From an optimization exercise on the open Yosys and OpenROAD flow, aimed at small area, a short achievable clock period and few clock cycles per item; shortcuts taken in it are not production practice. In this exercise RTL edits were held to simulation tests only and were not proved equivalent to the original.

==> flow/design.v, too long to show whole: its modules and the start of the top module <==
// module dwpid_div: 64 lines
// module dwpid_mul_meas: 945 lines
// module dwpid_mul_g18: 1031 lines
// module dwpid_mul_g16: 911 lines
// module dwpid_mul_ra: 383 lines
// module dwpid_mul_rb: 1128 lines
// module dwpid_div100: 395 lines
// module dwpid_mul_pid: 3285 lines
// module dwpid_lane: 135 lines
// module dual_wheel_incremental_pid_drive: 199 lines
module dual_wheel_incremental_pid_drive #(
	parameter int TICK_BITS = dwpid_pkg::TICK_BITS
) (
	input  logic                        clk,
	input  logic                        arst_n,
	input  logic                        psel,
	input  logic                        penable,
	input  logic                        pwrite,
	input  logic [4:0]                  paddr,
	input  logic [31:0]                 pwdata,
	output logic [31:0]                 prdata,
	output logic                        pready,
	input  logic                        in_valid,
	output logic                        in_stall,
	input  logic [2:0]                  cmd,
	input  logic signed [15:0]          speed,
	input  logic signed [TICK_BITS-1:0] left_ticks,
	input  logic signed [TICK_BITS-1:0] right_ticks,
	output logic                        out_valid,
	input  logic                        out_stall,
	output logic [15:0]                 left_duty,
	output logic [1:0]                  left_dir,
	output logic [15:0]                 right_duty,
	output logic [1:0]                  right_dir,
	output logic signed [15:0]          left_speed,
	output logic signed [15:0]          right_speed,
	output logic signed [31:0]          left_odometry,
	output logic signed [31:0]          right_odometry
);
  // ...
==> flow/run.sh <==
#!/bin/bash
# synth_recipe.tcl (not shown) runs the flow's synth.tcl, then flattens the netlist and writes it again
# the make line also repeats each setting of config.mk as NAME=value (left out here)
make -C /OpenROAD-flow-scripts/flow DESIGN_CONFIG=/design/flow/config.mk WORK_HOME=/design/flow/orfs CLKGATE_MAP_FILE= SYNTH_SCRIPT=/design/flow/synth_recipe.tcl finish
==> flow/config.mk <==
export PLATFORM = sky130hd
export DESIGN_NAME = dual_wheel_incremental_pid_drive
export DESIGN_NICKNAME = dual_wheel_incremental_pid_drive
export VERILOG_FILES = /design/flow/design.v
export SDC_FILE = /design/flow/constraint.sdc
export NUM_CORES = 4
export LEC_CHECK = 0
export CAP_MARGIN = 20
export CORE_MARGIN = 2
export CORE_UTILIZATION = 55
export SETUP_SLACK_MARGIN = 5
export SLEW_MARGIN = 20
==> flow/constraint.sdc <==
create_clock -name core_clock -period 12.0 [get_ports {clk}]
set_input_delay 2.4000 -clock core_clock [delete_from_list [all_inputs] [get_ports {clk}]]
set_output_delay 2.4000 -clock core_clock [all_outputs]
set_load 0.01 [all_outputs]
==> reports/results.tsv, run 1 <==
metric	value	unit
status	finished clean	
most frequent cells in the layout	inv_1 (2,965), fa_1 (2,911), and2_1 (1,999), nand2_1 (1,465), ha_1 (1,077)	
multi-input logic cell count	11700	
Worst Hold End	u_left.tk4[4]	
Tmin final	7.05	ns
number of distinct library cells after synthesis	105	
H-tree Lvls	4	
register area	39700	um2
Clk Latency, worst-skew pair	0.87	ns
Overall Global Routing Usage	33.2	%
post-cts resize count	204	
invs w/o clock	2979	
met2 GRT Util	55.3	%
Detail Route Antenna Nets	0	
placed inst area	178000	um2
slack of the critical path	4.95	ns
nets	21100	
clk cell area share	3.08	%
Critical-path top delay cell	or4b_4	
I/O pins	262	
routability congestion estimate	0.951	
CP Capture Point	u_left.acc_q[8]	
worst reg2reg setup slack	4.95	ns
setup bufs post-CTS	72	
Top class by area	multi-input combinational cells	
worst-case clock buffer depth	4	
post-layout instance area	188000	um2
Achievable Freq	142	MHz
max-cap violations	0	
synth top area cells	fa_1 (34%), edfxtp_1 (18%), ha_1 (8.0%)	
Testbench counts, summed over its fixed seeds: cycles 2,112, items 2,048.
==> module dwpid_lane, before the edit <==
module dwpid_lane #(
	parameter bit NEG = 1'b0       
) (
	input  logic               clk,
	input  logic               arst_n,
	input  logic               adv,
	input  logic               upd_pid,    
	input  logic               upd_acc,    
	input  logic               upd_out,    
	input  logic               run6,
	input  logic [15:0]        tk0,
	input  logic signed [16:0] tgt0,
	input  logic [15:0]        scale,
	input  logic [15:0]        kp,
	input  logic [15:0]        ki,
	input  logic [15:0]        kd,
	input  logic [21:0]        hlim,
	input  logic [3:0]         sh,
	input  logic [31:0]        pwm_mul,
	output logic [15:0]        duty,
	output logic [1:0]         dir,
	output logic signed [15:0] speed,
	output logic signed [31:0] odo
);
	logic [15:0]        tks;
	logic               dneg;
	logic signed [25:0] pq;
	assign tks  = NEG ? ~tk0 : tk0;
	assign dneg = NEG ? (!tk0[15] && tk0 != 16'd0) : tk0[15];
	dwpid_mul_meas u_meas (
		.a    (scale),
		.b    (tks),
		.k    (NEG ? scale : 16'd0),
		.bias (dneg ? 8'd255 : 8'd0),
		.y    (pq)
	);
	logic signed [25:0] pq1;
	logic signed [15:0] meas2, meas3, meas4, meas5, meas6;
	logic signed [16:0] tgt1;
	logic [15:0]        tk1, tk2, tk3, tk4, tk5, tk6;
	logic signed [15:0] meas_c;
	logic               eclip;
	logic signed [16:0] e_c;
	logic signed [17:0] d1_c;
	logic signed [18:0] d2_c;
	logic signed [16:0] e1_q;
	logic signed [17:0] g1_q;      
	assign meas_c = (pq1 > 26'sd32767) ? 16'sd32767 :
	                (pq1 < -26'sd32768) ? -16'sd32768 : 16'(pq1);
	assign eclip  = (tgt1 == 17'sd32768) && (meas_c == -16'sd32768);
	assign e_c    = 17'(18'(tgt1) - 18'(meas_c) - 18'(eclip));
	assign d1_c   = 18'(tgt1) - 18'(meas_c) - 18'(eclip) - 18'(e1_q);
	assign d2_c   = 19'(tgt1) - 19'(meas_c) - 19'(eclip) - 19'(e1_q) - 19'(g1_q);
	logic signed [16:0] e2;
	logic signed [17:0] d12;
	logic signed [18:0] d22;
	logic [37:0] dr0_c, dr1_c;
	dwpid_mul_pid u_pid (
		.kp (kp), .ki (ki), .kd (kd), .d1 (d12), .e (e2), .d2 (d22),
		.r0 (dr0_c), .r1 (dr1_c)
	);
	logic [37:0] dr03, dr13;
	logic signed [22:0] acc_q;
	logic signed [37:0] asum, ahi, alo;
	logic signed [22:0] acc_c;
	assign asum  = 38'(acc_q) + dr03 + dr13;
	assign ahi   = 38'(acc_q) + dr03 + dr13 - 38'(hlim) - 38'd1;
	assign alo   = 38'(acc_q) + dr03 + dr13 + 38'(hlim);
	assign acc_c = !ahi[37] ? 23'(hlim) : alo[37] ? -(23'(hlim)) : 23'(asum);
	logic [21:0]  amag;
	logic [25:10] osum;
	logic [14:0]  o_c;
	assign amag = acc_q[21:0] ^ {22{acc_q[22]}};
	dwpid_div100 u_o (.a (amag), .neg (acc_q[22]), .y (osum));
	assign o_c  = osum[24:10];
	logic [14:0] o5;
	logic        neg5, neg6, neg7;
	logic [14:0] ol_c;
	logic [36:5] ra_c;
	assign ol_c = o5 << sh;
	dwpid_mul_ra u_ra (.a (pwm_mul), .b (ol_c[4:0]), .y (ra_c));
	logic [31:0] ra6;
	logic [9:0]  oh6;
	logic [15:0] q_c;
	dwpid_mul_rb u_rb (.a (pwm_mul), .b (oh6), .k (ra6), .y (q_c));
	assign dir = (duty == 16'd0) ? dwpid_pkg::DIR_STOP :
	             neg7 ? dwpid_pkg::DIR_BACKWARD : dwpid_pkg::DIR_FORWARD;
	always_ff @(posedge clk) begin
		if (adv) begin
			pq1   <= pq;
			tgt1  <= tgt0;
			tk1   <= tk0;
			e2    <= e_c;
			d12   <= d1_c;
			d22   <= d2_c;
			meas2 <= meas_c;
			tk2   <= tk1;
			dr03  <= dr0_c;
			dr13  <= dr1_c;
			meas3 <= meas2;
			tk3   <= tk2;
			meas4 <= meas3;
			tk4   <= tk3;
			o5    <= o_c;
			neg5  <= acc_q[22];
			meas5 <= meas4;
			tk5   <= tk4;
			ra6   <= ra_c;
			oh6   <= ol_c[14:5];
			neg6  <= neg5;
			meas6 <= meas5;
			tk6   <= tk5;
		end
		if (upd_out) begin
			duty  <= run6 ? q_c : 16'd0;
			neg7  <= neg6;
			speed <= meas6;
		end
	end
	always_ff @(posedge clk or negedge arst_n) begin
		if (!arst_n) begin
			e1_q  <= '0;
			g1_q  <= '0;
			acc_q <= '0;
			odo   <= '0;
		end else begin
			if (upd_pid) begin
				e1_q <= e_c;
				g1_q <= d1_c;
			end
			if (upd_acc) acc_q <= acc_c;
			if (upd_out) odo <= NEG ? odo - 32'($signed(tk6)) : odo + 32'($signed(tk6));
		end
	end
endmodule
==> module dual_wheel_incremental_pid_drive, before the edit <==
module dual_wheel_incremental_pid_drive #(
	parameter int TICK_BITS = dwpid_pkg::TICK_BITS
) (
	input  logic                        clk,
	input  logic                        arst_n,
	input  logic                        psel,
	input  logic                        penable,
	input  logic                        pwrite,
	input  logic [4:0]                  paddr,
	input  logic [31:0]                 pwdata,
	output logic [31:0]                 prdata,
	output logic                        pready,
	input  logic                        in_valid,
	output logic                        in_stall,
	input  logic [2:0]                  cmd,
	input  logic signed [15:0]          speed,
	input  logic signed [TICK_BITS-1:0] left_ticks,
	input  logic signed [TICK_BITS-1:0] right_ticks,
	output logic                        out_valid,
	input  logic                        out_stall,
	output logic [15:0]                 left_duty,
	output logic [1:0]                  left_dir,
	output logic [15:0]                 right_duty,
	output logic [1:0]                  right_dir,
	output logic signed [15:0]          left_speed,
	output logic signed [15:0]          right_speed,
	output logic signed [31:0]          left_odometry,
	output logic signed [31:0]          right_odometry
);
	localparam int PWM_STAGE = 5;
	dwpid_pkg::cfg_t cfg_q;
	logic            wr;
	assign pready = 1'b1;
	assign wr     = psel && penable && pwrite;
	always_ff @(posedge clk or negedge arst_n) begin
		if (!arst_n) begin
			cfg_q.kp_centi         <= dwpid_pkg::KP_RESET;
			cfg_q.ki_centi         <= dwpid_pkg::KI_RESET;
			cfg_q.kd_centi         <= dwpid_pkg::KD_RESET;
			cfg_q.velocity_scale   <= dwpid_pkg::SCALE_RESET;
			cfg_q.pwm_max          <= dwpid_pkg::PWM_RESET;
			cfg_q.full_speed_limit <= dwpid_pkg::LIMIT_RESET;
		end else if (wr) begin
			unique case (paddr[4:2])
				dwpid_pkg::REG_KP:    cfg_q.kp_centi         <= pwdata[15:0];
				dwpid_pkg::REG_KI:    cfg_q.ki_centi         <= pwdata[15:0];
				dwpid_pkg::REG_KD:    cfg_q.kd_centi         <= pwdata[15:0];
				dwpid_pkg::REG_SCALE: cfg_q.velocity_scale   <= pwdata[15:0];
				dwpid_pkg::REG_PWM:   cfg_q.pwm_max          <= pwdata[15:0];
				dwpid_pkg::REG_LIMIT: cfg_q.full_speed_limit <= pwdata[14:0];
				default: ;
			endcase
		end
	end
	logic [15:0] rd_q;
	always_ff @(posedge clk) begin
		unique case (paddr[4:2])
			dwpid_pkg::REG_KP:    rd_q <= cfg_q.kp_centi;
			dwpid_pkg::REG_KI:    rd_q <= cfg_q.ki_centi;
			dwpid_pkg::REG_KD:    rd_q <= cfg_q.kd_centi;
			dwpid_pkg::REG_SCALE: rd_q <= cfg_q.velocity_scale;
			dwpid_pkg::REG_PWM:   rd_q <= cfg_q.pwm_max;
			dwpid_pkg::REG_LIMIT: rd_q <= {1'b0, cfg_q.full_speed_limit};
			default:              rd_q <= '0;
		endcase
	end
	assign prdata = {16'd0, rd_q};
	logic [14:0] lim;
	logic [3:0]  sh_c;
	logic [14:0] lnorm;
	logic [21:0] hlim_q;
	logic [3:0]  sh_q;
	assign lim = (cfg_q.full_speed_limit == '0) ? 15'd1 : cfg_q.full_speed_limit;
	always_comb begin
		sh_c = 4'd0;
		for (int i = 0; i < 15; i++) begin
			if (lim[i]) sh_c = 4'(14 - i);
		end
	end
	assign lnorm = lim << sh_c;
	always_ff @(posedge clk) begin
		hlim_q <= 22'(lim) * 22'd100;
		sh_q   <= sh_c;
	end
	logic [4:0]  div_remain;
	logic [31:0] pwm_mul;
	dwpid_div u_div (
		.clk     (clk),
		.arst_n  (arst_n),
		.start   (wr && (paddr[4:2] == dwpid_pkg::REG_PWM || paddr[4:2] == dwpid_pkg::REG_LIMIT)),
		.pwm_max (cfg_q.pwm_max),
		.lnorm   (lnorm),
		.remain  (div_remain),
		.pwm_mul (pwm_mul)
	);
	logic        adv;
	logic        v0_q, vs_q;
	logic [2:0]  cmd0, cmds;
	logic [15:0] spd0, spds, lt0, lts, rt0, rts;
	logic        accept, ld0;
	assign in_stall = vs_q || (div_remain > 5'(PWM_STAGE + 1));
	assign accept   = in_valid && !in_stall;
	assign ld0      = adv || !v0_q;
	always_ff @(posedge clk or negedge arst_n) begin
		if (!arst_n) begin
			v0_q <= 1'b0;
			vs_q <= 1'b0;
		end else if (ld0) begin
			v0_q <= vs_q || accept;
			vs_q <= 1'b0;
		end else if (accept) begin
			vs_q <= 1'b1;
		end
	end
	always_ff @(posedge clk) begin
		if (ld0) begin
			cmd0 <= vs_q ? cmds : cmd;
			spd0 <= vs_q ? spds : speed;
			lt0  <= vs_q ? lts : left_ticks;
			rt0  <= vs_q ? rts : right_ticks;
		end else if (accept) begin
			cmds <= cmd;
			spds <= speed;
			lts  <= left_ticks;
			rts  <= right_ticks;
		end
	end
	localparam int NST = 7;    
	logic [NST:1]   v_q;
	logic [NST-1:1] run_q;
	logic           run0;
	assign adv  = !(v_q[NST] && out_stall);
	assign run0 = cmd0 <= dwpid_pkg::CMD_RIGHT;
	always_ff @(posedge clk or negedge arst_n) begin
		if (!arst_n) begin
			v_q <= '0;
		end else if (adv) begin
			v_q <= {v_q[NST-1:1], v0_q};
		end
	end
	always_ff @(posedge clk) begin
		if (adv) begin
			run_q <= {run_q[NST-2:1], run0};
		end
	end
	assign out_valid = v_q[NST];
	logic signed [16:0] spd, ltgt, rtgt;
	assign spd  = 17'($signed(spd0));
	assign ltgt = (cmd0 == dwpid_pkg::CMD_BACKWARD || cmd0 == dwpid_pkg::CMD_LEFT) ? -spd : spd;
	assign rtgt = (cmd0 == dwpid_pkg::CMD_BACKWARD || cmd0 == dwpid_pkg::CMD_RIGHT) ? -spd : spd;
	logic upd_pid, upd_acc, upd_out;
	assign upd_pid = adv && v_q[1] && run_q[1];
	assign upd_acc = adv && v_q[3] && run_q[3];
	assign upd_out = adv && v_q[6];
	dwpid_lane #(.NEG(1'b1)) u_left (
		.clk     (clk),
		.arst_n  (arst_n),
		.adv     (adv),
		.upd_pid (upd_pid),
		.upd_acc (upd_acc),
		.upd_out (upd_out),
		.run6    (run_q[6]),
		.tk0     (lt0),
		.tgt0    (ltgt),
		.scale   (cfg_q.velocity_scale),
		.kp      (cfg_q.kp_centi),
		.ki      (cfg_q.ki_centi),
		.kd      (cfg_q.kd_centi),
		.hlim    (hlim_q),
		.sh      (sh_q),
		.pwm_mul (pwm_mul),
		.duty    (left_duty),
		.dir     (left_dir),
		.speed   (left_speed),
		.odo     (left_odometry)
	);
	dwpid_lane #(.NEG(1'b0)) u_right (
		.clk     (clk),
		.arst_n  (arst_n),
		.adv     (adv),
		.upd_pid (upd_pid),
		.upd_acc (upd_acc),
		.upd_out (upd_out),
		.run6    (run_q[6]),
		.tk0     (rt0),
		.tgt0    (rtgt),
		.scale   (cfg_q.velocity_scale),
		.kp      (cfg_q.kp_centi),
		.ki      (cfg_q.ki_centi),
		.kd      (cfg_q.kd_centi),
		.hlim    (hlim_q),
		.sh      (sh_q),
		.pwm_mul (pwm_mul),
		.duty    (right_duty),
		.dir     (right_dir),
		.speed   (right_speed),
		.odo     (right_odometry)
	);
endmodule
==> run 2: changes to the inputs <==
--- a/flow/design.v
+++ b/flow/design.v
@@ -8192,2 +8192,3 @@
 	input  logic [21:0]        hlim,
+	input  logic signed [22:0] nhlim,      
 	input  logic [3:0]         sh,
@@ -8238,8 +8239,15 @@
 	logic signed [22:0] acc_q;
-	logic signed [37:0] asum, ahi, alo;
+	logic [37:0]        dd;
+	logic               big_pos, big_neg;
+	logic signed [25:0] asum;
+	logic               above, below;
 	logic signed [22:0] acc_c;
-	assign asum  = 38'(acc_q) + dr03 + dr13;
-	assign ahi   = 38'(acc_q) + dr03 + dr13 - 38'(hlim) - 38'd1;
-	assign alo   = 38'(acc_q) + dr03 + dr13 + 38'(hlim);
-	assign acc_c = !ahi[37] ? 23'(hlim) : alo[37] ? -(23'(hlim)) : 23'(asum);
+	assign dd      = dr03 + dr13;
+	assign big_pos = !dd[37] && (dd[36:24] != '0);
+	assign big_neg = dd[37] && (dd[36:24] != '1);
+	assign asum    = 26'(acc_q) + dr03[25:0] + dr13[25:0];
+	assign above   = asum > $signed({4'd0, hlim});
+	assign below   = asum < 26'(nhlim);
+	assign acc_c   = (big_pos || (!big_neg && above)) ? 23'(hlim) :
+	                 (big_neg || below) ? nhlim : 23'(asum);
 	logic [21:0]  amag;
@@ -8381,2 +8389,3 @@
 	logic [21:0] hlim_q;
+	logic [22:0] nhlim_q;
 	logic [3:0]  sh_q;
@@ -8391,3 +8400,4 @@
 	always_ff @(posedge clk) begin
-		hlim_q <= 22'(lim) * 22'd100;
+		hlim_q  <= 22'(lim) * 22'd100;
+		nhlim_q <= 23'd0 - 23'(lim) * 23'd100;
 		sh_q   <= sh_c;
@@ -8479,2 +8489,3 @@
 		.hlim    (hlim_q),
+		.nhlim   (nhlim_q),
 		.sh      (sh_q),
@@ -8501,2 +8512,3 @@
 		.hlim    (hlim_q),
+		.nhlim   (nhlim_q),
 		.sh      (sh_q),
==> run 2 against run 1 <==
- still clean on timing, DRC and antenna
- setup slack improved by 0.34 ns
- die area shrank 0.31%
- cell count down 2.4%
- synthesized cell count down 2.1%
- count of clock-buffer cells in the layout down 12
- non-clock buffer count decreased by 129
- design area down 1.7%
- clock skew increased by 0.030 ns
- via count decreased by 2.0%
- largest cell class unchanged
==> reports/results.tsv, run 2 <==
metric	value	unit	change
CTS Hold Bufs	0		unchanged
Total Wirelength	511000	um	was 520,000 um
Final TNS setup	0	ns	unchanged
post-route DRC violation count	0		unchanged
Synth Area per Inst	10.4	um2	was 10.2 um2
status	finished clean		unchanged
fin cells	20800		was 21,300
worst-case clock buffer depth	4		unchanged
Worst-Margin Slew	1.33	ns	was 1.37 ns
fill cell count	26500		was 26,600
most frequent cells in the layout	fa_1 (2,961), inv_1 (2,880), and2_1 (1,957), nand2_1 (1,424), ha_1 (1,062)		was inv_1 (2,965), fa_1 (2,911), and2_1 (1,999), nand2_1 (1,465), ha_1 (1,077)
total CTS buffers	169		unchanged
dpl cells	20300		was 20,700
Achievable Freq	149	MHz	was 142 MHz
core box area	309000	um2	was 311,000 um2
Overall Global Routing Usage	32.9	%	was 33.2%
RSZ-0062 raised after global routing	yes		unchanged
Detail Route Antenna Nets	0		unchanged
HPWL Detailed	369000	um	was 376,000 um
Finish-stage setup viols	0		unchanged
Synth Register Bits	1403		was 1,383
num rows	204		was 205
DR pass1 iterations	6		unchanged
nets	20600		was 21,100
routed vias	118000		was 120,000
Pins Over Slew Limit	0		unchanged
Die ar.	315000	um2	was 316,000 um2
synthesized cell area	171000	um2	about the same
largest register by flop count	cfg_q		unchanged
Clk Latency, worst-skew pair	0.88	ns	was 0.87 ns
ratio of cells with drive above 1 in the final layout	6.66	%	was 8.04%
register area	40000	um2	was 39,700 um2
yosys warns	4		unchanged
CTS tree	done		unchanged
Commonest cells post-synth	fa_1 (2,963), inv_1 (2,883), and2_1 (1,957)		was inv_1 (2,972), fa_1 (2,915), and2_1 (2,004)
Final Hold Vio Count	0		unchanged
placed inst area	178000	um2	about the same
Chip Height	562	um	about the same
critical path type	reg2reg		unchanged
DIE WIDTH	562	um	about the same
largest net degree at the start of global routing	162		was 160
Critical Path RT	12.61	ns	was 12.80 ns
I/O Buffers	226		unchanged
Hold WC Path Type	reg2reg		unchanged
Tmin final	6.71	ns	was 7.05 ns
Clock Sinks	1403		was 1,383
H-tree Lvls	4		unchanged
first-pass GRT wire length	772000	um	was 781,000 um
clk_skew	0.0730	ns	was 0.0434 ns
most common flop cell mapped by yosys	edfxtp_1		unchanged
Rel. slew slack	11.4	%	was 8.90%
Mapped Cells	16400		was 16,800
Starting Density	55.3	%	was 55.1%
Avg WL per Cell	24.6	um	was 24.5 um
EDFF count, synth	1020		unchanged
CP most frequent cell	fa_1		was buf_12
initial antenna violation count	59		was 62
routability congestion estimate	0.946		was 0.951
max-cap violations	0		unchanged
total grt overflow	0		unchanged
Largest stage delay, worst path	0.72	ns	was 0.48 ns
asr flop ratio synth	23.0	%	was 23.3%
DR iter-0 viols	9336		was 9,248
post-layout instance area	185000	um2	was 188,000 um2
CP Cell Sequence	buf_4 -> nand2_1 -> fa_1 -> fa_1 -> inv_1 -> fa_1 -> fa_1 -> fa_1 -> ha_1 -> a21o_1 -> a21o_1 -> a21o_1 -> o21ai_0 -> or4_1 -> a21oi_1 -> o21ai_0 -> a21boi_0 -> or2_2 -> a21oi_1 -> xor2_1 -> nor2_1		
Max FO, Critical Path	6		was 8
crit start category	flip-flop		unchanged
number of flip-flops in the largest register	95		unchanged
clk root buf	clkbuf_16		unchanged
I/O pins	262		unchanged
hold slack final	0.399	ns	was 0.392 ns
crit end category	flip-flop		unchanged
Area growth, synth to finish	8.34	%	was 9.83%
area taken by multi-input logic gates	118000	um2	was 120,000 um2
synth top area cells	fa_1 (35%), edfxtp_1 (18%), ha_1 (7.8%)		was fa_1 (34%), edfxtp_1 (18%), ha_1 (8.0%)
clock transition at the registers of the reported paths	0.06	ns	about the same
sequential fraction of the synthesis area	23.4	%	was 23.1%
via count of the first global-routing pass	123000		was 125,000
Critical-path top delay cell	dfstp_4		was or4b_4
Tcrit/Tclk final	55.9	%	was 58.7%
number of distinct library cells after synthesis	108		was 105
Arrival @ worst endpoint	7.32	ns	was 7.85 ns
commonest non-fill, non-tap cell in the layout	fa_1		was inv_1
vias per cell	5.67		was 5.64
Yosys top cell by area	fa_1		unchanged
share of the synthesized area in the top cell type	34.7	%	was 34.0%
count leader, synth	fa_1		was inv_1
final core occ	59.9	%	was 60.5%
[run 2: changes by cell type in the layout (fill, tap and decap cells not counted), moves of 23 or more]
cell / before / now
inv_1: 2965 / 2880
and2_1: 1999 / 1957
nand2_1: 1465 / 1424
o21ai_2: 25 / 2
fa_1: 2911 / 2961
o21ai_0: 370 / 309
o21a_1: 113 / 86
mux2_2: 174 / 217
buf_4: 418 / 307
nor2_1: 598 / 467
[run 2: layer usage]
layer	wire length, um	track usage, %	vias up
met1	206000	43.6	60200
li1	-	-	51700
met5	313	0.151	-
met2	235000	52.7	4599
met4	24700	13.9	36
met3	44700	6.96	1073
[run 2: final timing paths]
kind,slack (ns),cells past startpoint,end,from
max in group asynchronous,8.63,3,u_left.g1_q[15],arst_n
hold / removal,0.40,0,u_left.tk5[3],u_left.tk4[3]
setup reg to reg,5.29,21,u_right.duty[9],u_div.quo_q[13]
min in group asynchronous,1.55,1,u_right.odo[9],arst_n
hold reg to reg,0.40,0,u_left.tk5[3],u_left.tk4[3]
setup / recovery,5.29,21,u_right.duty[9],u_div.quo_q[13]
[run 2: stage by stage]
stage	setup slack [ns]
5_1_grt	4.96
2_1_floorplan	5.18
3_5_place_dp	3.65
4_1_cts	5.00
6_report	5.29
3_3_place_gp	3.72
[run 2: kinds of logic (layout without fill, tap and decap cells)]
kind of cell / Yosys count / in the layout / share of synthesized area (%)
buffers and inverters: 3627 / 3780 / 8.04
adders and majority gates: 4027 / 4027 / 42.5
and+or+nand+nor: 4826 / 4826 / 14.8
xor gates and xnor gates: 518 / 518 / 2.65
muxes: 335 / 335 / 2.21
other: 2 / 58 / 0.00439
DFF: 1403 / 1403 / 23.4
AOI/OAI and AO/OA: 1687 / 1690 / 6.46
[run 2: layout make-up]
| type | count | share of cell area (%) |
|---|---|---|
| multi-input combinational | 11400 | 63.7 |
| sequential | 1403 | 21.6 |
| inverter | 2890 | 5.87 |
| timing repair buffer | 583 | 2.92 |
| tap | 4120 | 2.78 |
| clock buffer | 195 | 2.38 |
| clock inverter | 112 | 0.642 |
| antenna | 41 | 0.0554 |
[run 2: timing repair]
action | in CTS | in global routing
setup endpoints to repair | 82 | 109
resized for setup | 71 | 134
cloned | 0 | 4
hold endpoints to repair | 0 | 0
buffers inserted | 24 | 59
pin swaps | 6 | 19
[run 2: worst max-delay path: cells and delay by family, from the launching register on]
family	cells	cell delay (ns)
AO/OA/AOI/OAI	8	1.97
AND/OR/NAND/NOR	4	0.65
XOR/XNOR	1	0.18
adder cells (fa/ha/maj)	6	2.68
flip-flops	1	0.72
buffers and inverters	2	0.23
Testbench counts of run 2, summed over its fixed seeds: cycles 2,112, items 2,048.
==> run 3: changes to the inputs <==
--- a/flow/config.mk
+++ b/flow/config.mk
@@ -9,3 +9,4 @@
 export CORE_MARGIN = 2
-export CORE_UTILIZATION = 55
+export CORE_UTILIZATION = 60
+export PLACE_DENSITY = 0.7
 export SETUP_SLACK_MARGIN = 5
==> run 3 against run 2 <==
- via count increased by 1.2%
- setup slack worse by 0.072 ns
- still clean on timing, DRC and antenna
- die area decreased by 8.3%
- synthesized cell count stayed put
- cell count shrank 2.1%
- utilization grew 5.2 points
==> reports/results.tsv, run 3 <==
metric	value	unit	change
RSZ-0062 raised after global routing	yes		unchanged
Hold WC Path Type	reg2reg		unchanged
nets	20500		was 20,600
Critical Path RT	12.54	ns	was 12.61 ns
worst reg2reg setup slack	5.22	ns	was 5.29 ns
I/O Buffers	226		unchanged
crit start category	flip-flop		unchanged
Die ar.	289000	um2	was 315,000 um2
ratio of cells with drive above 1 in the final layout	6.29	%	was 6.66%
DR iter-0 viols	9807		was 9,336
H-tree Lvls	4		unchanged
CP Cell Sequence	buf_4 -> and2_1 -> fa_1 -> inv_1 -> fa_1 -> fa_1 -> fa_1 -> fa_1 -> inv_1 -> fa_1 -> inv_1 -> fa_1 -> inv_1 -> fa_1 -> fa_1		was buf_4 -> nand2_1 -> fa_1 -> fa_1 -> inv_1 -> fa_1 -> fa_1 -> fa_1 -> ha_1 -> a21o_1 -> a21o_1 -> a21o_1 -> o21ai_0 -> or4_1 -> a21oi_1 -> o21ai_0 -> a21boi_0 -> or2_2 -> a21oi_1 -> xor2_1 -> nor2_1
Total Wirelength	489000	um	was 511,000 um
Final Hold Vio Count	0		unchanged
Synth Area in XOR/XNOR	2.65	%	unchanged
DR pass1 iterations	6		unchanged
Worst-Margin Slew	1.35	ns	was 1.33 ns
num rows	195		was 204
yosys warns	4		unchanged
synth top area cells	fa_1 (35%), edfxtp_1 (18%), ha_1 (7.8%)		unchanged
Synth Area per Inst	10.4	um2	unchanged
mux cell area share after synthesis	2.21	%	unchanged
Critical-path top delay cell	dfrtp_1		was dfstp_4
Detail Route Antenna Nets	0		unchanged
max-cap violations	0		unchanged
worst-case clock buffer depth	4		unchanged
Avg WL per Cell	24.1	um	was 24.6 um
Yosys top cell by area	fa_1		unchanged
Tmin final	6.78	ns	was 6.71 ns
Final TNS setup	0	ns	unchanged
clk_skew	0.0761	ns	was 0.0730 ns
Commonest cells post-synth	fa_1 (2,963), inv_1 (2,883), and2_1 (1,957)		unchanged
initial antenna violation count	50		was 59
combinational family with the most area after synthesis	adder cells		unchanged
Achievable Freq	148	MHz	was 149 MHz
reg-to-reg endpoint	u_left.dr13[16]		was u_right.duty[9]
Largest stage delay, worst path	0.87	ns	was 0.72 ns
final core occ	65.1	%	was 59.9%
path depth of the worst reg2reg path	15		was 21
Synth Register Bits	1403		unchanged
slack of the critical path	5.22	ns	was 5.29 ns
post-layout instance area	184000	um2	was 185,000 um2
hold path cells	0		unchanged
asr flop ratio synth	23.0	%	unchanged
Starting Density	60.5	%	was 55.3%
count leader, synth	fa_1		unchanged
core box area	283000	um2	was 309,000 um2
CP Buf/Inv Count	5		was 2
via count of the first global-routing pass	125000		was 123,000
sequential fraction of the synthesis area	23.4	%	unchanged
Adder-Cell Fraction of Synth Area	42.5	%	unchanged
Max FO, Critical Path	29		was 6
Synth Area in Compound Gates	6.46	%	unchanged
DIE WIDTH	538	um	was 562 um
worst r2r src	cfg_q[85]		was u_div.quo_q[13]
Tcrit/Tclk final	56.5	%	was 55.9%
hold_sp	u_right.tk5[3]		was u_left.tk4[3]
crit end category	flip-flop		unchanged
routability congestion estimate	0.972		was 0.946
Mapped Cells	16400		unchanged
HPWL Detailed	354000	um	was 369,000 um
first-pass GRT wire length	748000	um	was 772,000 um
critical path type	reg2reg		unchanged
Chip Height	538	um	was 562 um
CP most frequent cell	fa_1		unchanged
share of the synthesized area in the top cell type	34.7	%	unchanged
most frequent cells in the layout	fa_1 (2,961), inv_1 (2,881), and2_1 (1,957), nand2_1 (1,423), ha_1 (1,062)		was fa_1 (2,961), inv_1 (2,880), and2_1 (1,957), nand2_1 (1,424), ha_1 (1,062)
clk root buf	clkbuf_16		unchanged
Clk Latency, worst-skew pair	0.89	ns	was 0.88 ns
post-route DRC violation count	0		unchanged
number of flip-flops in the largest register	95		unchanged
Area growth, synth to finish	7.66	%	was 8.34%
Rel. slew slack	9.92	%	was 11.4%
Pins Over Slew Limit	0		unchanged
total CTS buffers	165		was 169
routed vias	119000		was 118,000
Clock Sinks	1403		unchanged
Arrival @ worst endpoint	7.32	ns	about the same
clock transition at the registers of the reported paths	0.06	ns	about the same
placed inst area	177000	um2	was 178,000 um2
CTS Hold Bufs	0		unchanged
I/O pins	262		unchanged
largest register by flop count	cfg_q		unchanged
Overall Global Routing Usage	34.6	%	was 32.9%
number of distinct library cells after synthesis	108		unchanged
commonest non-fill, non-tap cell in the layout	fa_1		unchanged
largest net degree at the start of global routing	156		was 162
synthesized cell area	171000	um2	unchanged
total grt overflow	0		unchanged
vias per cell	5.86		was 5.67
CTS tree	done		unchanged
CP top delay family	adder cells		unchanged
EDFF count, synth	1020		unchanged
Place WS	3.88	ns	was 3.65 ns
status	finished clean		unchanged
Simple-Gate Fraction of Synth Area	14.8	%	unchanged
most common flop cell mapped by yosys	edfxtp_1		unchanged
Worst Hold End	u_right.tk6[3]		was u_left.tk5[3]
Finish-stage setup viols	0		unchanged
[run 3: cell counts after synthesis]
No cell type changed its count.
[run 3: final cells by class]
type,count,area (um2)
Inverter,2890,10900
Timing Repair Buffer,540,4920
Antenna cell,36,90.1
Sequential cell,1403,40000
Tap cell,3743,4680
Clock inverter,97,1150
Multi-Input combinational cell,11400,118000
Fill cell,22500,98700
Clock buffer,205,4370
[run 3: cells by family after synthesis]
logic type	after synthesis
mux	335
other cells	2
flops	1403
buf+inv	3627
compound gates	1687
simple gates	4826
fa+ha+maj	4027
xor+xnor	518
[run 3: layer usage]
metal | global-route usage (%) | wire length [um]
met1 | 44.4 | 187000
met3 | 8.25 | 47000
met2 | 55.0 | 225000
met5 | 0 | 221
met4 | 18.2 | 30600
[run 3: stage by stage]
stage,hold WS (ns),std cells
detailed placement,0.405,19900
global placement,0.401,19900
global route,0.412,20300
CTS,0.394,20300
floorplan,0.400,16400
finish,0.397,20300
[run 3: timing repair]
action	4_1_cts	5_1_grt
pin swaps	1	15
endpoints found under the setup margin	65	96
gates resized for setup	59	122
setup buffers	23	27
cloned	0	4
[run 3: how the worst max path moves through the flow]
stage	cells after the start	start	endpoint	slack, ns
5_1_grt	27	cfg_q[14]	u_div.den3_q[15]	4.85
3_5_place_dp	29	u_div.quo_q[31]	u_div.rem_q[8]	3.88
3_3_place_gp	29	u_div.quo_q[31]	u_div.rem_q[8]	3.84
4_1_cts	24	u_div.quo_q[31]	u_div.rem_q[8]	4.97
6_report	15	cfg_q[85]	u_left.dr13[16]	5.22
2_1_floorplan	2	out_stall	cmds[0]	5.18
==> run 4: changes to the inputs <==
--- a/flow/config.mk
+++ b/flow/config.mk
@@ -9,5 +9,5 @@
 export CORE_MARGIN = 2
-export CORE_UTILIZATION = 60
-export PLACE_DENSITY = 0.7
+export CORE_UTILIZATION = 55
 export SETUP_SLACK_MARGIN = 5
 export SLEW_MARGIN = 20
+export TNS_END_PERCENT = 10
==> run 4 against run 3 <==
- still clean on timing, DRC and antenna
- design area up 0.24%
- flip-flop and latch count unchanged
- via count fell by 1.4%
- wire length is 4.0% higher
- global-route usage is 1.7 points lower
==> reports/results.tsv, run 4 <==
metric	value	unit	change
Finish-stage setup viols	0		unchanged
vias per cell	5.67		was 5.86
Die ar.	315000	um2	was 289,000 um2
fill cell count	26600		was 22,500
largest net degree at the start of global routing	162		was 156
num rows	204		was 195
register area	40000	um2	about the same
Place WS	3.65	ns	was 3.88 ns
share of the synthesized area in the top cell type	34.7	%	unchanged
slack of the critical path	5.05	ns	was 5.22 ns
synthesized cell area	171000	um2	unchanged
asr flop ratio synth	23.0	%	unchanged
sequential fraction of the synthesis area	23.4	%	unchanged
clock transition at the registers of the reported paths	0.06	ns	about the same
combinational family with the most area after synthesis	adder cells		unchanged
Worst-Margin Slew	1.30	ns	was 1.35 ns
Area growth, synth to finish	7.92	%	was 7.66%
Critical Path RT	12.59	ns	was 12.54 ns
RSZ-0062 raised after global routing	yes		unchanged
Achievable Freq	144	MHz	was 148 MHz
Synth Area in XOR/XNOR	2.65	%	unchanged
Pins Over Slew Limit	0		unchanged
most frequent cells in the layout	fa_1 (2,963), inv_1 (2,880), and2_1 (1,957), nand2_1 (1,424), ha_1 (1,063)		was fa_1 (2,961), inv_1 (2,881), and2_1 (1,957), nand2_1 (1,423), ha_1 (1,062)
Mapped Cells	16400		unchanged
clk root buf	clkbuf_16		unchanged
synth top area cells	fa_1 (35%), edfxtp_1 (18%), ha_1 (7.8%)		unchanged
Avg WL per Cell	24.6	um	was 24.1 um
EDFF count, synth	1020		unchanged
Clk Latency, worst-skew pair	0.88	ns	was 0.89 ns
Detail Route Antenna Nets	0		unchanged
first-pass GRT wire length	771000	um	was 748,000 um
area taken by multi-input logic gates	118000	um2	about the same
largest register by flop count	cfg_q		unchanged
total CTS buffers	169		was 165
core box area	309000	um2	was 283,000 um2
clk_skew	0.0703	ns	was 0.0761 ns
nets	20500		about the same
count leader, synth	fa_1		unchanged
total grt overflow	0		unchanged
Overall Global Routing Usage	32.9	%	was 34.6%
DIE WIDTH	562	um	was 538 um
DR iter-0 viols	9094		was 9,807
Final TNS setup	0	ns	unchanged
number of flip-flops in the largest register	95		unchanged
Commonest cells post-synth	fa_1 (2,963), inv_1 (2,883), and2_1 (1,957)		unchanged
mux cell area share after synthesis	2.21	%	unchanged
Synth Register Bits	1403		unchanged
routability congestion estimate	0.946		was 0.972
status	finished clean		unchanged
Rel. slew slack	13.4	%	was 9.92%
Hold WC Path Type	reg2reg		unchanged
max-cap violations	0		unchanged
Starting Density	55.3	%	was 60.5%
I/O pins	262		unchanged
initial antenna violation count	58		was 50
Adder-Cell Fraction of Synth Area	42.5	%	unchanged
Chip Height	562	um	was 538 um
Tcrit/Tclk final	57.9	%	was 56.5%
Simple-Gate Fraction of Synth Area	14.8	%	unchanged
Arrival @ worst endpoint	7.54	ns	was 7.32 ns
most common flop cell mapped by yosys	edfxtp_1		unchanged
Synth Area in Compound Gates	6.46	%	unchanged
I/O Buffers	226		unchanged
number of distinct library cells after synthesis	108		unchanged
Total Wirelength	508000	um	was 489,000 um
yosys warns	4		unchanged
CTS tree	done		unchanged
worst-case clock buffer depth	4		unchanged
Yosys top cell by area	fa_1		unchanged
dpl cells	20300		was 19,900
fin cells	20700		was 20,300
Tmin final	6.95	ns	was 6.78 ns
HPWL Detailed	369000	um	was 354,000 um
Final Hold Vio Count	0		unchanged
hold slack final	0.399	ns	was 0.397 ns
DR pass1 iterations	6		unchanged
crit end category	flip-flop		unchanged
Clock Sinks	1403		unchanged
H-tree Lvls	4		unchanged
ratio of cells with drive above 1 in the final layout	6.29	%	about the same
via count of the first global-routing pass	123000		was 125,000
critical path type	reg2reg		unchanged
commonest non-fill, non-tap cell in the layout	fa_1		unchanged
post-route DRC violation count	0		unchanged
Max FO, Critical Path	36		was 29
crit start category	flip-flop		unchanged
routed vias	117000		was 119,000
Synth Area per Inst	10.4	um2	unchanged
[run 4: cell families (layout without fill, tap and decap cells)]
logic type      Yosys count  after routing
fa+ha+maj              4027           4027
simple gates           4826           4826
flops                  1403           1403
xor+xnor                518            518
compound gates         1687           1689
mux                     335            335
other cells               2             49
buf+inv                3627           3739
[run 4: per-stage QoR]
stage                     cell area [um2]  utilization, %
after floorplan                    171000               -
final                              184000            59.7
after detailed placement           178000            57.5
after global routing               184000            59.7
after global placement             178000            57.5
after CTS                          184000            59.5
[run 4: routing by layer]
metal	global-route usage [%]	wire length [um]	up-vias	part of all wire, %
li1	-	-	51600	-
met1	43.6	205000	60100	40
met2	52.6	234000	4489	46
met3	6.95	43900	1084	8.6
met4	14.0	25300	38	5.0
met5	0.151	324	-	0.064
[run 4: layout make-up]
class	instances	share of cell area, %
Multi-Input combinational cell	11400	63.9
Sequential cell	1403	21.7
Inverter	2890	5.89
Tap cell	4120	2.79
Timing Repair Buffer	542	2.64
Clock buffer	195	2.39
Clock inverter	112	0.644
Antenna cell	32	0.0434
[run 4: path summary, 6_finish.rpt]
check	end	from	slack, ns	cells past startpoint
worst min-delay path	u_left.tk5[3]	u_left.tk4[3]	0.40	0
max in group asynchronous	u_left.g1_q[15]	arst_n	8.64	3
worst max register to register	u_left.ra6[31]	sh_q[1]	5.05	24
worst min register to register	u_left.tk5[3]	u_left.tk4[3]	0.40	0
min in group asynchronous	u_right.odo[9]	arst_n	1.56	1
worst max-delay path	u_left.ra6[31]	sh_q[1]	5.05	24
[run 4: critical path, stage by stage (launching register included)]
cell,delay [ns]
dfxtp_1,0.33
buf_6,0.30
mux2i_1,0.16
o22ai_1,0.39
and2_1,0.19
buf_4,0.35
nand2_1,0.12
fa_1,0.48
fa_1,0.52
inv_1,0.06
fa_1,0.48
ha_1,0.36
a21o_1,0.20
a21o_1,0.17
a21oi_1,0.14
nor2b_1,0.07
nor3_1,0.38
nand3_1,0.33
a41oi_1,0.39
o21bai_1,0.15
nand4_1,0.20
nor2_1,0.09
o21a_1,0.22
o31ai_1,0.40
o21bai_1,0.13
[run 4: repair_timing]
| item | 4_1_cts | 5_1_grt |
|---|---|---|
| gates resized for setup | 60 | 92 |
| cloned | 0 | 2 |
| pin swaps | 3 | 13 |
| setup endpoints to repair | 82 | 123 |
| setup buffers | 17 | 26 |
| hold buffers | 0 | 0 |
==> run 5: changes to the inputs <==
==> flow/flow/run.sh (new file) <==
#!/bin/bash
set -o pipefail
export SETUP_SLACK_MARGIN=5.6
export TNS_END_PERCENT=10
bash standard.sh > standard.log 2>&1
==> flow/standard.sh (new file) <==
#!/bin/bash
# synth_recipe.tcl (not shown) runs the flow's synth.tcl, then flattens the netlist and writes it again
# the make line also repeats each setting of config.mk as NAME=value (left out here)
make -C /OpenROAD-flow-scripts/flow DESIGN_CONFIG=/design/flow/config.mk WORK_HOME=/design/flow/orfs CLKGATE_MAP_FILE= SYNTH_SCRIPT=/design/flow/synth_recipe.tcl "${@:-finish}"
--- a/flow/config.mk
+++ b/flow/config.mk
@@ -10,4 +10,2 @@
 export CORE_UTILIZATION = 55
-export SETUP_SLACK_MARGIN = 5
 export SLEW_MARGIN = 20
-export TNS_END_PERCENT = 10
removed: flow/run.sh
==> run 5 against run 4 <==
- synthesized area unchanged
- synthesized cell count unchanged
- wire length increased by 1.8%
- largest cell class unchanged
==> reports/results.tsv, run 5 <==
metric	value	unit	change
Synth Area in Compound Gates	6.46	%	unchanged
Avg WL per Cell	24.8	um	was 24.6 um
first-pass GRT wire length	781000	um	was 771,000 um
RSZ-0062 raised after global routing	yes		unchanged
combinational family with the most area after synthesis	adder cells		unchanged
Tcrit/Tclk final	54.9	%	was 57.9%
clk root buf	clkbuf_16		unchanged
worst r2r src	cfg_q[87]		was sh_q[1]
num rows	204		unchanged
routed vias	118000		was 117,000
core box area	309000	um2	unchanged
EDFF count, synth	1020		unchanged
crit start category	flip-flop		unchanged
status	finished clean		unchanged
Critical Path RT	12.54	ns	was 12.59 ns
Worst-Margin Slew	1.36	ns	was 1.30 ns
Synth Area in XOR/XNOR	2.65	%	unchanged
Achievable Freq	152	MHz	was 144 MHz
Tmin final	6.59	ns	was 6.95 ns
commonest non-fill, non-tap cell in the layout	fa_1		unchanged
hold_sp	u_left.tk4[3]		unchanged
CP most frequent cell	fa_1		unchanged
CTS Hold Bufs	0		unchanged
asr flop ratio synth	23.0	%	unchanged
sequential fraction of the synthesis area	23.4	%	unchanged
number of flip-flops in the largest register	95		unchanged
Overall Global Routing Usage	33.4	%	was 32.9%
worst reg2reg setup slack	5.41	ns	was 5.05 ns
worst-case clock buffer depth	4		unchanged
largest net degree at the start of global routing	162		unchanged
Die ar.	315000	um2	unchanged
slack of the critical path	5.41	ns	was 5.05 ns
Clock Sinks	1403		unchanged
most frequent cells in the layout	fa_1 (2,951), inv_1 (2,876), and2_1 (1,957), nand2_1 (1,423), ha_1 (1,054)		was fa_1 (2,963), inv_1 (2,880), and2_1 (1,957), nand2_1 (1,424), ha_1 (1,063)
synthesized cell area	171000	um2	unchanged
initial antenna violation count	59		was 58
final core occ	60.7	%	was 59.7%
total CTS buffers	169		unchanged
ratio of cells with drive above 1 in the final layout	8.22	%	was 6.29%
largest register by flop count	cfg_q		unchanged
Final Hold Vio Count	0		unchanged
H-tree Lvls	4		unchanged
count leader, synth	fa_1		unchanged
DR iter-0 viols	8905		was 9,094
Chip Height	562	um	unchanged
Synth Register Bits	1403		unchanged
yosys warns	4		unchanged
mux cell area share after synthesis	2.21	%	unchanged
Area growth, synth to finish	9.78	%	was 7.92%
path depth of the worst reg2reg path	15		was 24
clk_skew	0.0694	ns	was 0.0703 ns
post-route DRC violation count	0		unchanged
most common flop cell mapped by yosys	edfxtp_1		unchanged
share of the synthesized area in the top cell type	34.7	%	unchanged
clock transition at the registers of the reported paths	0.06	ns	about the same
via count of the first global-routing pass	124000		was 123,000
Detail Route Antenna Nets	0		unchanged
Starting Density	55.3	%	unchanged
HPWL Detailed	369000	um	unchanged
crit end category	flip-flop		unchanged
met2 GRT Util	53.3	%	was 52.6%
CTS tree	done		unchanged
Largest stage delay, worst path	0.85	ns	was 0.52 ns
Arrival @ worst endpoint	7.12	ns	was 7.54 ns
nets	20700		was 20,500
Commonest cells post-synth	fa_1 (2,963), inv_1 (2,883), and2_1 (1,957)		unchanged
Critical-path top delay cell	dfstp_2		was fa_1
met1 GRT Util	44.2	%	was 43.6%
DR pass1 iterations	6		unchanged
Rel. slew slack	9.32	%	was 13.4%
CP Cell Sequence	buf_4 -> and2_1 -> fa_1 -> inv_1 -> fa_1 -> fa_1 -> fa_1 -> fa_1 -> inv_1 -> fa_1 -> inv_1 -> fa_1 -> inv_1 -> fa_1 -> fa_1		was buf_6 -> mux2i_1 -> o22ai_1 -> and2_1 -> buf_4 -> nand2_1 -> fa_1 -> fa_1 -> inv_1 -> fa_1 -> ha_1 -> a21o_1 -> a21o_1 -> a21oi_1 -> nor2b_1 -> nor3_1 -> nand3_1 -> a41oi_1 -> o21bai_1 -> nand4_1 -> nor2_1 -> o21a_1 -> o31ai_1 -> o21bai_1
Simple-Gate Fraction of Synth Area	14.8	%	unchanged
Final TNS setup	0	ns	unchanged
I/O pins	262		unchanged
Adder-Cell Fraction of Synth Area	42.5	%	unchanged
Total Wirelength	517000	um	was 508,000 um
DIE WIDTH	562	um	unchanged
total grt overflow	0		unchanged
Pins Over Slew Limit	0		unchanged
Clk Latency, worst-skew pair	0.88	ns	about the same
Hold WC Path Type	reg2reg		unchanged
I/O Buffers	226		unchanged
Max FO, Critical Path	26		was 36
Place WS	3.65	ns	unchanged
max-cap violations	0		unchanged
synth top area cells	fa_1 (35%), edfxtp_1 (18%), ha_1 (7.8%)		unchanged
Critical Path Start	cfg_q[87]		was sh_q[1]
Finish-stage setup viols	0		unchanged
Yosys top cell by area	fa_1		unchanged
routability congestion estimate	0.946		unchanged
number of distinct library cells after synthesis	108		unchanged
critical path type	reg2reg		unchanged
CP Capture Point	u_left.dr13[16]		was u_left.ra6[31]
reg-to-reg endpoint	u_left.dr13[16]		was u_left.ra6[31]
vias per cell	5.66		was 5.67
Synth Area per Inst	10.4	um2	unchanged
Mapped Cells	16400		unchanged
routing usage on met3	7.07	%	was 6.95%
GR peak layer	met2		unchanged
## run 5: cell counts after synthesis
No cell type changed its count.
## run 5: final cells by class
| class | instances | area, um2 |
|---|---|---|
| fill | 26200 | 121000 |
| multi-input combinational | 11400 | 119000 |
| sequential | 1403 | 40000 |
| inverter | 2890 | 10900 |
| timing repair buffer | 711 | 6830 |
| tap | 4120 | 5150 |
| clock buffer | 195 | 4410 |
| clock inverter | 112 | 1190 |
| antenna | 33 | 82.6 |
## run 5: worst min-delay path by stage
stage,end,slack [ns],cells past startpoint
floorplan,run_q[3],0.40,0
global placement,u_left.tk3[1],0.40,0
detailed placement,u_left.meas5[3],0.40,0
CTS,u_left.tk6[2],0.40,0
global route,u_left.tk5[3],0.41,0
finish,u_left.tk5[3],0.40,0
## run 5: timing repair
action | CTS | global route
resized for setup | 259 | 233
pin swaps | 50 | 95
endpoints found under the setup margin | 212 | 213
buffers inserted | 134 | 71
cloned | 7 | 3
## run 5: logic make-up after synthesis
family,Yosys count
and+or+nand+nor,4826
xor gates and xnor gates,518
adders and majority gates,4027
AOI/OAI and AO/OA,1687
muxes,335
buffers and inverters,3627
DFF,1403
other,2
## run 5: critical path, delay by kind of cell (launching register included)
family,cells,cell delay [ns]
DFF,1,0.85
adders and majority gates,9,4.35
buffers and inverters,5,0.78
and+or+nand+nor,1,0.23
## run 5: metal layers
metal	share of wire (%)	vias to the layer above
li1	-	51900
met2	46	4544
met5	0.045	-
met1	40	60600
met3	8.7	1090
met4	5.3	28
## run 5: through the flow
step	std cells	hold WS (ns)	area [um2]
floorplan	16400	0.400	171000
CTS	20800	0.403	186000
finish	20900	0.399	188000
global route	20800	0.408	188000
detailed placement	20300	0.405	178000
global placement	20300	0.400	178000
==> run 6: changes to the inputs <==
--- a/flow/design.v
+++ b/flow/design.v
@@ -8221,4 +8221,5 @@
 	logic signed [18:0] d2_c;
+	logic signed [18:0] x_c;
 	logic signed [16:0] e1_q;
-	logic signed [17:0] g1_q;      
+	logic signed [18:0] x1_q;      
 	assign meas_c = (pq1 > 26'sd32767) ? 16'sd32767 :
@@ -8228,3 +8229,4 @@
 	assign d1_c   = 18'(tgt1) - 18'(meas_c) - 18'(eclip) - 18'(e1_q);
-	assign d2_c   = 19'(tgt1) - 19'(meas_c) - 19'(eclip) - 19'(e1_q) - 19'(g1_q);
+	assign d2_c   = 19'(tgt1) - 19'(meas_c) - 19'(eclip) - x1_q;
+	assign x_c    = (19'(tgt1) - 19'(meas_c) - 19'(eclip)) * 19'sd2 - 19'(e1_q);
 	logic signed [16:0] e2;
@@ -8305,3 +8307,3 @@
 			e1_q  <= '0;
-			g1_q  <= '0;
+			x1_q  <= '0;
 			acc_q <= '0;
@@ -8311,3 +8313,3 @@
 				e1_q <= e_c;
-				g1_q <= d1_c;
+				x1_q <= x_c;
 			end
==> flow/run.sh (new file) <==
#!/bin/bash
# synth_recipe.tcl (not shown) runs the flow's synth.tcl, then flattens the netlist and writes it again
# the make line also repeats each setting of config.mk as NAME=value (left out here)
make -C /OpenROAD-flow-scripts/flow DESIGN_CONFIG=/design/flow/config.mk WORK_HOME=/design/flow/orfs CLKGATE_MAP_FILE= SYNTH_SCRIPT=/design/flow/synth_recipe.tcl finish
--- a/flow/config.mk
+++ b/flow/config.mk
@@ -10,2 +10,3 @@
 export CORE_UTILIZATION = 55
+export SETUP_SLACK_MARGIN = 5
 export SLEW_MARGIN = 20
removed: flow/flow/run.sh
removed: flow/standard.sh
==> run 6 against run 5 <==
- still clean
- die area rose by 0.72%
- count of clock-buffer cells in the layout increased by 20
==> reports/results.tsv, run 6 <==
metric	value	unit	change
Commonest cells post-synth	fa_1 (2,928), inv_1 (2,837), and2_1 (1,977)		was fa_1 (2,963), inv_1 (2,883), and2_1 (1,957)
I/O pins	262		unchanged
max-cap violations	0		unchanged
Overall Global Routing Usage	33.0	%	was 33.4%
Synth Register Bits	1405		was 1,403
nets	20800		was 20,700
Final TNS setup	0	ns	unchanged
Arrival @ worst endpoint	7.28	ns	was 7.12 ns
Clk Latency, worst-skew pair	0.90	ns	was 0.88 ns
post-route DRC violation count	0		unchanged
Achievable Freq	147	MHz	was 152 MHz
Worst Hold End	u_right.tk4[2]		was u_left.tk5[3]
worst-case clock buffer depth	4		unchanged
clock transition at the registers of the reported paths	0.06	ns	about the same
DR pass1 iterations	8		was 6
synthesized cell area	172000	um2	was 171,000 um2
total grt overflow	0		unchanged
largest net degree at the start of global routing	146		was 162
Die ar.	318000	um2	was 315,000 um2
Place WS	3.94	ns	was 3.65 ns
CP top delay family	adder cells		unchanged
Largest stage delay, worst path	0.82	ns	was 0.85 ns
Worst-Margin Slew	1.29	ns	was 1.36 ns
Yosys top cell by area	fa_1		unchanged
Avg WL per Cell	24.3	um	was 24.8 um
Hold WC Path Type	reg2reg		unchanged
Critical-path top delay cell	dfrtp_1		was dfstp_2
HPWL Detailed	372000	um	was 369,000 um
RSZ-0062 raised after global routing	yes		unchanged
fin cells	21100		was 20,900
synth top area cells	fa_1 (34%), edfxtp_1 (18%), ha_1 (7.8%)		was fa_1 (35%), edfxtp_1 (18%), ha_1 (7.8%)
ratio of cells with drive above 1 in the final layout	6.72	%	was 8.22%
worst reg2reg setup slack	5.19	ns	was 5.41 ns
number of distinct library cells after synthesis	124		was 108
Chip Height	564	um	was 562 um
crit start category	flip-flop		unchanged
crit end category	flip-flop		unchanged
DIE WIDTH	564	um	was 562 um
critical path type	reg2reg		unchanged
commonest non-fill, non-tap cell in the layout	fa_1		unchanged
via count of the first global-routing pass	125000		was 124,000
largest register by flop count	cfg_q		unchanged
vias per cell	5.64		was 5.66
Pins Over Slew Limit	0		unchanged
initial antenna violation count	50		was 59
total CTS buffers	173		was 169
dpl cells	20600		was 20,300
hold path cells	0		unchanged
Tcrit/Tclk final	56.7	%	was 54.9%
Max FO, Critical Path	26		unchanged
CTS tree	done		unchanged
met3 wire len	43300	um	was 45,200 um
worst r2r src	cfg_q[91]		was cfg_q[87]
clk root buf	clkbuf_16		unchanged
Final Hold Vio Count	0		unchanged
Finish-stage setup viols	0		unchanged
DR iter-0 viols	9232		was 8,905
asr flop ratio synth	23.1	%	was 23.0%
sequential fraction of the synthesis area	23.2	%	was 23.4%
Tmin final	6.81	ns	was 6.59 ns
status	finished clean		unchanged
Starting Density	55.3	%	about the same
count leader, synth	fa_1		unchanged
Synth Area per Inst	10.3	um2	was 10.4 um2
Detail Route Antenna Nets	0		unchanged
H-tree Lvls	4		unchanged
most common flop cell mapped by yosys	edfxtp_1		unchanged
Mapped Cells	16700		was 16,400
CP most frequent cell	fa_1		unchanged
reg-to-reg endpoint	u_left.dr13[16]		unchanged
CTS Hold Bufs	0		unchanged
max layer used	met5		unchanged
CP Cell Sequence	buf_4 -> and2_1 -> fa_1 -> fa_1 -> inv_1 -> fa_1 -> fa_1 -> fa_1 -> inv_1 -> fa_1 -> inv_1 -> fa_1 -> inv_1 -> fa_1 -> fa_1		was buf_4 -> and2_1 -> fa_1 -> inv_1 -> fa_1 -> fa_1 -> fa_1 -> fa_1 -> inv_1 -> fa_1 -> inv_1 -> fa_1 -> inv_1 -> fa_1 -> fa_1
core box area	312000	um2	was 309,000 um2
number of flip-flops in the largest register	95		unchanged
path depth of the worst reg2reg path	15		unchanged
Rel. slew slack	14.0	%	was 9.32%
Met1 Wirelength	205000	um	was 207,000 um
Critical Path RT	12.48	ns	was 12.54 ns
yosys warns	4		unchanged
routed vias	119000		was 118,000
hold_sp	u_right.tk3[2]		was u_left.tk4[3]
Total Wirelength	512000	um	was 517,000 um
first-pass GRT wire length	779000	um	was 781,000 um
I/O Buffers	226		unchanged
Met2 Routed Length	241000	um	was 237,000 um
CP Buf/Inv Count	5		unchanged
slack of the critical path	5.19	ns	was 5.41 ns
Area growth, synth to finish	8.54	%	was 9.78%
Clock Sinks	1405		was 1,403
routability congestion estimate	0.938		was 0.946
share of the synthesized area in the top cell type	34.0	%	was 34.7%
most frequent cells in the layout	fa_1 (2,924), inv_1 (2,833), and2_1 (1,977), nand2_1 (1,499), ha_1 (1,073)		was fa_1 (2,951), inv_1 (2,876), and2_1 (1,957), nand2_1 (1,423), ha_1 (1,054)
num rows	205		was 204
clk_skew	0.123	ns	was 0.0694 ns
EDFF count, synth	1020		unchanged
hold slack final	0.369	ns	was 0.399 ns
## run 6: cell families (layout without fill, tap and decap cells)
kind of cell    count (synthesis)  in the layout  synth area share (%)
mux                           374            374                  2.40
xor+xnor                      573            573                  2.93
simple gates                 5003           5004                  15.2
other cells                     2             38               0.00436
compound gates               1744           1744                  6.55
buf+inv                      3564           3771                  7.86
fa+ha+maj                    4004           4004                  41.9
flops                        1405           1405                  23.2
## run 6: area by class of cell
cell class                 instances  area [um2]
fill                           27000      125000
multi-input combinational      11700      119000
sequential                      1405       40100
inverter                        2842       10700
timing repair buffer             609        5610
tap                             4140        5180
clock buffer                     215        4640
clock inverter                   104        1270
antenna                           21        52.6
timing repair inverter             1        5.00
## run 6: worst max-delay path by stage
stage / start / endpoint / slack (ns) / cells after the start
floorplan: out_stall / cmds[0] / 5.18 / 2
global placement: u_div.quo_q[31] / u_div.rem_q[10] / 3.95 / 27
detailed placement: u_div.quo_q[31] / u_div.rem_q[10] / 3.94 / 27
CTS: u_left.pq1[5] / u_left.d12[17] / 4.99 / 28
global route: u_left.pq1[6] / u_left.d12[17] / 4.96 / 28
finish: cfg_q[91] / u_left.dr13[16] / 5.19 / 15
## run 6: per-layer routing
metal / track usage, % / up-vias
met5: 0 / -
met4: 13.1 / 8
met3: 6.61 / 1012
met2: 53.7 / 4466
met1: 43.5 / 60600
li1: - / 52700
## run 6: repair_timing
| item | CTS | global route |
|---|---|---|
| resized for setup | 79 | 127 |
| cloned | 2 | 3 |
| hold endpoints to repair | 0 | 0 |
| pin swaps | 16 | 33 |
| endpoints found under the setup margin | 78 | 87 |
| setup buffers | 41 | 51 |
## run 6: per-stage QoR
step / area (um2) / util [%]
finish: 187000 / 60.0
global route: 187000 / 60.0
CTS: 186000 / 59.6
detailed placement: 179000 / 57.5
global placement: 179000 / 57.5
floorplan: 172000 / -
Testbench counts of run 6, summed over its fixed seeds: cycles 2,112, items 2,048.

==> re-timing with driven ports <==
In the flow no input, the clock included, has a driving cell. The finished layouts below were timed again as built, in two steps.
Step 1, drivers: a clkbuf_16 drives clk and a buf_2 each remaining input, both assumed.
Step 2 times the ports against the registers' clock, not the clock port: input delays grow and output delays shrink by t, the midpoint of the rising clock arrivals with the driver on.
a / b / c = ideal / step 1 / step 2; a / b = the first two.
| run | t, ns | setup slack, ns | slew at the worst register clock pin (ns) | worst data-port slew with drivers (ns) |
|---|---|---|---|---|
| run 1 | 0.959 | 4.953 / 4.953 / 4.953 | 0.07 / 0.07 | 0.11 |
| run 2 | 0.951 | 5.292 / 5.292 / 5.292 | 0.07 / 0.07 | 0.30 |
| run 3 | 0.955 | 5.220 / 5.220 / 5.220 | 0.07 / 0.07 | 0.12 |
| run 4 | 0.950 | 5.051 / 5.051 / 5.051 | 0.07 / 0.07 | 0.29 |
| run 5 | 0.945 | 5.411 / 5.411 / 5.411 | 0.07 / 0.07 | 0.29 |
| run 6 | 0.956 | 5.192 / 5.192 / 5.192 | 0.07 / 0.07 | 0.08 |
After both steps setup and hold are still met in every run listed.
